Source: an optimization exercise on an open RTL-to-GDS flow (aim: small area, a short achievable clock period and few clock cycles per item). Production flows keep margins and buffers that such runs may drop. In this exercise RTL edits were held to simulation tests only and were not proved equivalent to the original.

==> inputs of 07-26 <==
## hb_interp2
module hb_interp2 #(
    parameter int unsigned DW   = 16,
    parameter int unsigned ACCW = 36
) (
    input  logic                 clk,
    input  logic                 reset,
    input  logic signed [DW-1:0] x_in,
    input  logic                 x_in_valid,
    output logic                 x_in_ready,
    output logic signed [DW-1:0] y_out,
    output logic                 y_out_valid
);
    logic ph, ph_a, ph_b, ph_c, sa, sb, v1, v2, v3, v4, v5, v6, yv;
    logic [15:0] xr;
    logic [7:0] ra[14], rb[14];
    logic [7:0] pa[14];
    logic [10:0] q0;
    logic [8:0] q1;
    logic [8:0] q2;
    logic [8:0] q3;
    logic [8:0] q4;
    logic [8:0] q5;
    logic [11:0] q6;
    logic [8:0] s0, s1, s2, s3, s4, s5, s6;
    logic [23:0] ta, tb, tc, za, zb, z;
    logic [17:0] zr;
    logic [15:0] o3, y, bsel, asat;
    logic acc;
    assign x_in_ready  = ph;
    assign y_out       = y;
    assign y_out_valid = yv;
    assign acc         = x_in_valid & ph;
    always_ff @(posedge clk or posedge reset) begin
        if (reset) begin
  ...
make LEC_CHECK=0 CAP_MARGIN=20 CORE_MARGIN=2 CORE_UTILIZATION=40 CTS_CLUSTER_DIAMETER=100 CTS_CLUSTER_SIZE=30 PLACE_DENSITY=0.6 SETUP_SLACK_MARGIN=2.8 SLEW_MARGIN=20 finish   # period 6.0 ns
run.sh (not shown) runs the stock make flow with config.mk's settings and CLKGATE_MAP_FILE= SYNTH_SCRIPT=/design/flow/synth_recipe.tcl, a recipe that flattens the netlist after the stock synthesis.
==> 06-08: changes against 07-26 <==
CORE_UTILIZATION = 65   (was 40)
PLACE_DENSITY = 0.75   (was 0.6)
SETUP_SLACK_MARGIN = 3.4   (was 2.8)
==> 06-11: changes against 07-26 <==
CTS_BUF_LIST = sky130_fd_sc_hd__clkbuf_8   (was not set)
CTS_CLUSTER_DIAMETER = not set   (was 100)
SETUP_SLACK_MARGIN = 3.2   (was 2.8)
==> comparison table <==
quantity	07-26	06-11	06-08
End point of the critical path	zr[12]	zr[10]	zr[8]
Die Area	52800 sq um	52800 sq um	32800 sq um
Multi-input gate area	10600 sq um	11200 sq um	11400 sq um
Sum of routed wire length over all layers	48.4 mm	51.2 mm	48.5 mm
Placer congestion estimate	0.913	0.908	0.962
Maximum number of pins on one net before global-route repair	226	226	182
Run status	complete, no violations	complete, no violations	complete, no violations
Post-cts sizing count	49	184	185
Vias in the first global route	12900	14000	13500
Minimum period implied by the final worst setup slack	3.23 ns	3.28 ns	3.20 ns
Initial antenna violation count	0	2	2
Total length of routed met2 wires	22.9 mm	24.4 mm	23.6 mm
Testbench counts of 07-26, summed over its fixed seeds: cycles 4,144, samples 2,048.
Testbench counts of 06-08, summed over its fixed seeds: cycles 4,144, samples 2,048.
Testbench counts of 06-11, summed over its fixed seeds: cycles 4,144, samples 2,048.

* * *

==> build 87 <==
Another version of the RTL of hb_interp2 (not shown whole).
==> flow/config.mk <==
export PLATFORM = sky130hd
export DESIGN_NAME = hb_interp2
export DESIGN_NICKNAME = hb_interp2
export VERILOG_FILES = /design/flow/design.v
export SDC_FILE = /design/flow/constraint.sdc
export NUM_CORES = 4
export LEC_CHECK = 0
export CAP_MARGIN = 20
export CORE_MARGIN = 2
export CORE_UTILIZATION = 75
export CTS_CLUSTER_DIAMETER = 100
export CTS_CLUSTER_SIZE = 30
export PLACE_DENSITY = 0.85
export SETUP_SLACK_MARGIN = 2.8
export SLEW_MARGIN = 20
==> flow/constraint.sdc <==
create_clock -name core_clock -period 6.0 [get_ports {clk}]
set_input_delay 1.2000 -clock core_clock [delete_from_list [all_inputs] [get_ports {clk}]]
set_output_delay 1.2000 -clock core_clock [all_outputs]
set_load 0.01 [all_outputs]
standard.sh (not shown) runs the stock make flow with config.mk's settings and CLKGATE_MAP_FILE= SYNTH_SCRIPT=/design/flow/synth_recipe.tcl, a recipe that flattens the netlist after the stock synthesis.
==> flow/flow/run.sh <==
#!/bin/bash
# Standard ORFS flow, with a netlist clean-up between synthesis and floorplan (logic unchanged):
#  flow/fapol.py removes inverters around full-adder cells,
#  flow/fapin.py puts each adder's latest input on its fastest pin.
# Ports are buffered with buf_2 cells instead of the default delay buffers.
set -euo pipefail
R=orfs/results/sky130hd/hb_interp2/base
bash standard.sh synth > synth.log 2>&1
cp $R/1_2_yosys.v $R/1_2_yosys.std.v
python3 flow/fapol.py $R/1_2_yosys.std.v $R/1_2_yosys.pol.v > fapol.log 2>&1
python3 flow/fapin.py $R/1_2_yosys.pol.v $R/1_2_yosys.v > fapin.log 2>&1
touch $R/1_2_yosys.v
bash standard.sh "BUFFER_PORTS_ARGS=-buffer_cell sky130_fd_sc_hd__buf_2" finish > finish.log 2>&1
==> flow/flow/fapin.py <==
#!/usr/bin/env python3
"""Input pin assignment for full/half adder cells in a mapped sky130 netlist.

The three inputs of a full adder (and the two of a half adder) are interchangeable.
A simple arrival-time estimate is propagated through the netlist, and each adder's
latest-arriving input is put on its fastest pin (CIN, then B). Logic is unchanged.
Usage: fapin.py IN.v OUT.v"""
import re, sys
from collections import defaultdict

src = open(sys.argv[1]).read()
inst_re = re.compile(r'^(\s*)(sky130_fd_sc_hd__\w+)\s+(\S+)\s*\((.*?)\);\n', re.S | re.M)
pin_re = re.compile(r'\.(\w+)\(\s*(.*?)\s*\)\s*(?:,|$)', re.S)
insts = []
for m in inst_re.finditer(src):
    pins = [(p, n.strip()) for p, n in pin_re.findall(m.group(4))]
    insts.append(dict(start=m.start(), end=m.end(), cell=m.group(2), name=m.group(3), pins=pins))

OUT_PINS = {"X", "Y", "Q", "Q_N", "SUM", "COUT", "HI", "LO"}
def kind(c):
    c = c.replace("sky130_fd_sc_hd__", "")
    if re.match(r"fa_\d+$", c): return "fa"
    if re.match(r"ha_\d+$", c): return "ha"
    if re.match(r"(df|edf|sdf)\w*$", c): return "ff"
    if re.match(r"(clk)?inv\w*$", c): return "inv"
    return "gate"

FA_D = {"A": {"SUM": 0.55, "COUT": 0.44}, "B": {"SUM": 0.53, "COUT": 0.41}, "CIN": {"SUM": 0.50, "COUT": 0.39}}
HA_D = {"A": {"SUM": 0.32, "COUT": 0.23}, "B": {"SUM": 0.31, "COUT": 0.21}}

driver = {}
loads = defaultdict(list)
for i, it in enumerate(insts):
    for p, n in it["pins"]:
        if p in OUT_PINS: driver[n] = i
        else: loads[n].append(i)

arr = {}
# sources: flop outputs and nets without a driver (ports, constants)
indeg = {}
for i, it in enumerate(insts):
    k = kind(it["cell"])
    if k == "ff":
        indeg[i] = 0
    else:
        indeg[i] = sum(1 for p, n in it["pins"] if p not in OUT_PINS and n in driver
                       and kind(insts[driver[n]]["cell"]) != "ff")
ready = [i for i in indeg if indeg[i] == 0]
def a(n):
    if n in arr: return arr[n]
    if n in driver and kind(insts[driver[n]]["cell"]) == "ff": return 0.35
    return 0.0
swaps = 0
order = []
while ready:
    i = ready.pop()
    order.append(i)
    it = insts[i]
    k = kind(it["cell"])
    ins = [(p, n) for p, n in it["pins"] if p not in OUT_PINS]
    outs = [(p, n) for p, n in it["pins"] if p in OUT_PINS]
    if k in ("fa", "ha"):
        pinorder = ["A", "B", "CIN"] if k == "fa" else ["A", "B"]
        nets = sorted([n for p, n in ins], key=a)
        newpins = dict(zip(pinorder, nets))
        if any(dict(ins)[p] != newpins[p] for p in pinorder): swaps += 1
        it["pins"] = [(p, newpins[p]) if p in newpins else (p, n) for p, n in it["pins"]]
        D = FA_D if k == "fa" else HA_D
        for p, n in outs:
            arr[n] = max(a(newpins[q]) + D[q][p] for q in pinorder)
    elif k == "ff":
        for p, n in outs: arr[n] = 0.35
    else:
        t = max([a(n) for p, n in ins] or [0.0]) + (0.06 if k == "inv" else 0.2)
        for p, n in outs: arr[n] = t
    if k != "ff":
        for p, n in outs:
            for j in loads[n]:
                if kind(insts[j]["cell"]) == "ff": continue
                indeg[j] -= 1
                if indeg[j] == 0: ready.append(j)
left = [i for i in indeg if indeg[i] > 0]
sys.stderr.write(f"fapin: {swaps} adders re-pinned; worst estimated arrival {max(arr.values()):.2f}; "
                 f"{len(left)} cells not reached\n")

def esc(n):
    return n + " " if n.startswith("\\") else n
out = []
pos = 0
for it in insts:
    out.append(src[pos:it["start"]])
    pos = it["end"]
    body = ",\n".join(f"    .{p}({esc(n)})" for p, n in it["pins"])
    out.append(f"  {it['cell']} {it['name']} (\n{body}\n  );\n")
out.append(src[pos:])
open(sys.argv[2], "w").write("".join(out))
Other scripts of this flow, unchanged in this note and not shown: flow/flow/fapol.py
==> trial 42 (differences from build 87) <==
==> flow/flow/run.sh (replaced) <==
#!/bin/bash
# Standard ORFS flow, with one netlist clean-up between synthesis and floorplan:
# flow/fapol.py removes inverters around full-adder cells (logic unchanged).
set -euo pipefail
R=orfs/results/sky130hd/hb_interp2/base
bash standard.sh synth > synth.log 2>&1
cp $R/1_2_yosys.v $R/1_2_yosys.std.v
python3 flow/fapol.py $R/1_2_yosys.std.v $R/1_2_yosys.v > fapol.log 2>&1
touch $R/1_2_yosys.v
bash standard.sh finish > finish.log 2>&1
- CORE_UTILIZATION: 75 -> 65
- PLACE_DENSITY: 0.85 -> 0.75
removed: flow/flow/fapin.py
==> build 25 (differences from build 87) <==
==> flow/flow/run.sh (replaced) <==
#!/bin/bash
# Standard ORFS flow, with one netlist clean-up between synthesis and floorplan:
# flow/fapol.py removes inverters around full-adder cells (logic unchanged).
set -euo pipefail
R=orfs/results/sky130hd/hb_interp2/base
bash standard.sh synth > synth.log 2>&1
cp $R/1_2_yosys.v $R/1_2_yosys.std.v
python3 flow/fapol.py $R/1_2_yosys.std.v $R/1_2_yosys.v > fapol.log 2>&1
touch $R/1_2_yosys.v
bash standard.sh finish > finish.log 2>&1
removed: flow/flow/fapin.py
==> summary.txt <==
| metric | build 25 | trial 42 | build 87 |
|---|---|---|---|
| Routed length per placed instance | 25.2 µm | 23.8 µm | 25.6 µm |
| Post-route clock skew | 0.0221 ns | 0.0238 ns | 0.0154 ns |
| Number of gates resized after cts | 21 | 41 | 28 |
| Initial Utilization | 0.769 | 0.659 | 0.769 |
| Outcome | timing/DRC/antenna clean | timing/DRC/antenna clean | timing/DRC/antenna clean |
| Routability-driven placement congestion ratio | 0.943 | 0.934 | 0.957 |
| Clock network area share | 0.0250 | 0.0252 | 0.0265 |
| Stages on worst setup path | 11 | 12 | 12 |
| Worst hold margin | 0.367 ns | 0.369 ns | 0.378 ns |
| Area of the core region | 25300 µm² | 29600 µm² | 25300 µm² |
| Die outline height | 165 µm | 177 µm | 165 µm |
| Row Count | 58 | 63 | 58 |
| R2R setup slack | 2.77 ns | 2.78 ns | 2.73 ns |
| Data arrival at the endpoint of the critical path | 3.68 ns | 3.66 ns | 3.72 ns |
| Layout Nets | 1989 | 1994 | 1994 |
| Hold path endpoint | v4$_DFF_PP0_ | v4$_DFF_PP0_ | v2$_DFF_PP0_ |
Testbench counts of build 87, summed over its fixed seeds: cycles 4,144, samples 2,048.
Testbench counts of trial 42, summed over its fixed seeds: cycles 4,144, samples 2,048.
Testbench counts of build 25, summed over its fixed seeds: cycles 4,144, samples 2,048.

==> afterwards: timing with drivers on the ports <==
The results above use ideal ports. As a check the final layouts listed here were re-extracted and re-timed, cells and wires unchanged.
Step 1, drivers: a clkbuf_16 drives clk and a buf_2 each remaining input, both assumed.
Step 2, shift: input delay + t, output delay - t, t = (earliest + latest rising clock arrival at the registers) / 2. This alone moves slack from input paths to output paths.
Three values: ideal, step 1, step 2; two values: the first two.
| run | shift t [ns] | setup WS [ns] | clock arrival spread, ns | slew at the worst register clock pin (ns) | worst data-port slew with drivers (ns) |
|---|---|---|---|---|---|
| 07-26 | 0.602 | 2.769 / 2.769 / 2.769 | 0.020 / 0.020 | 0.12 / 0.12 | 0.03 |
| 06-08 | 0.580 | 2.798 / 2.798 / 2.798 | 0.034 / 0.034 | 0.12 / 0.12 | 0.04 |
| 06-11 | 0.710 | 2.718 / 2.718 / 2.718 | 0.044 / 0.043 | 0.07 / 0.07 | 0.03 |
| build 87 | 0.581 | 2.735 / 2.735 / 2.735 | 0.021 / 0.021 | 0.12 / 0.12 | 0.04 |
| trial 42 | 0.585 | 2.782 / 2.782 / 2.782 | 0.029 / 0.029 | 0.12 / 0.12 | 0.05 |
| build 25 | 0.583 | 2.765 / 2.765 / 2.765 | 0.022 / 0.022 | 0.12 / 0.12 | 0.04 |
After both steps setup and hold are still met in every run listed.
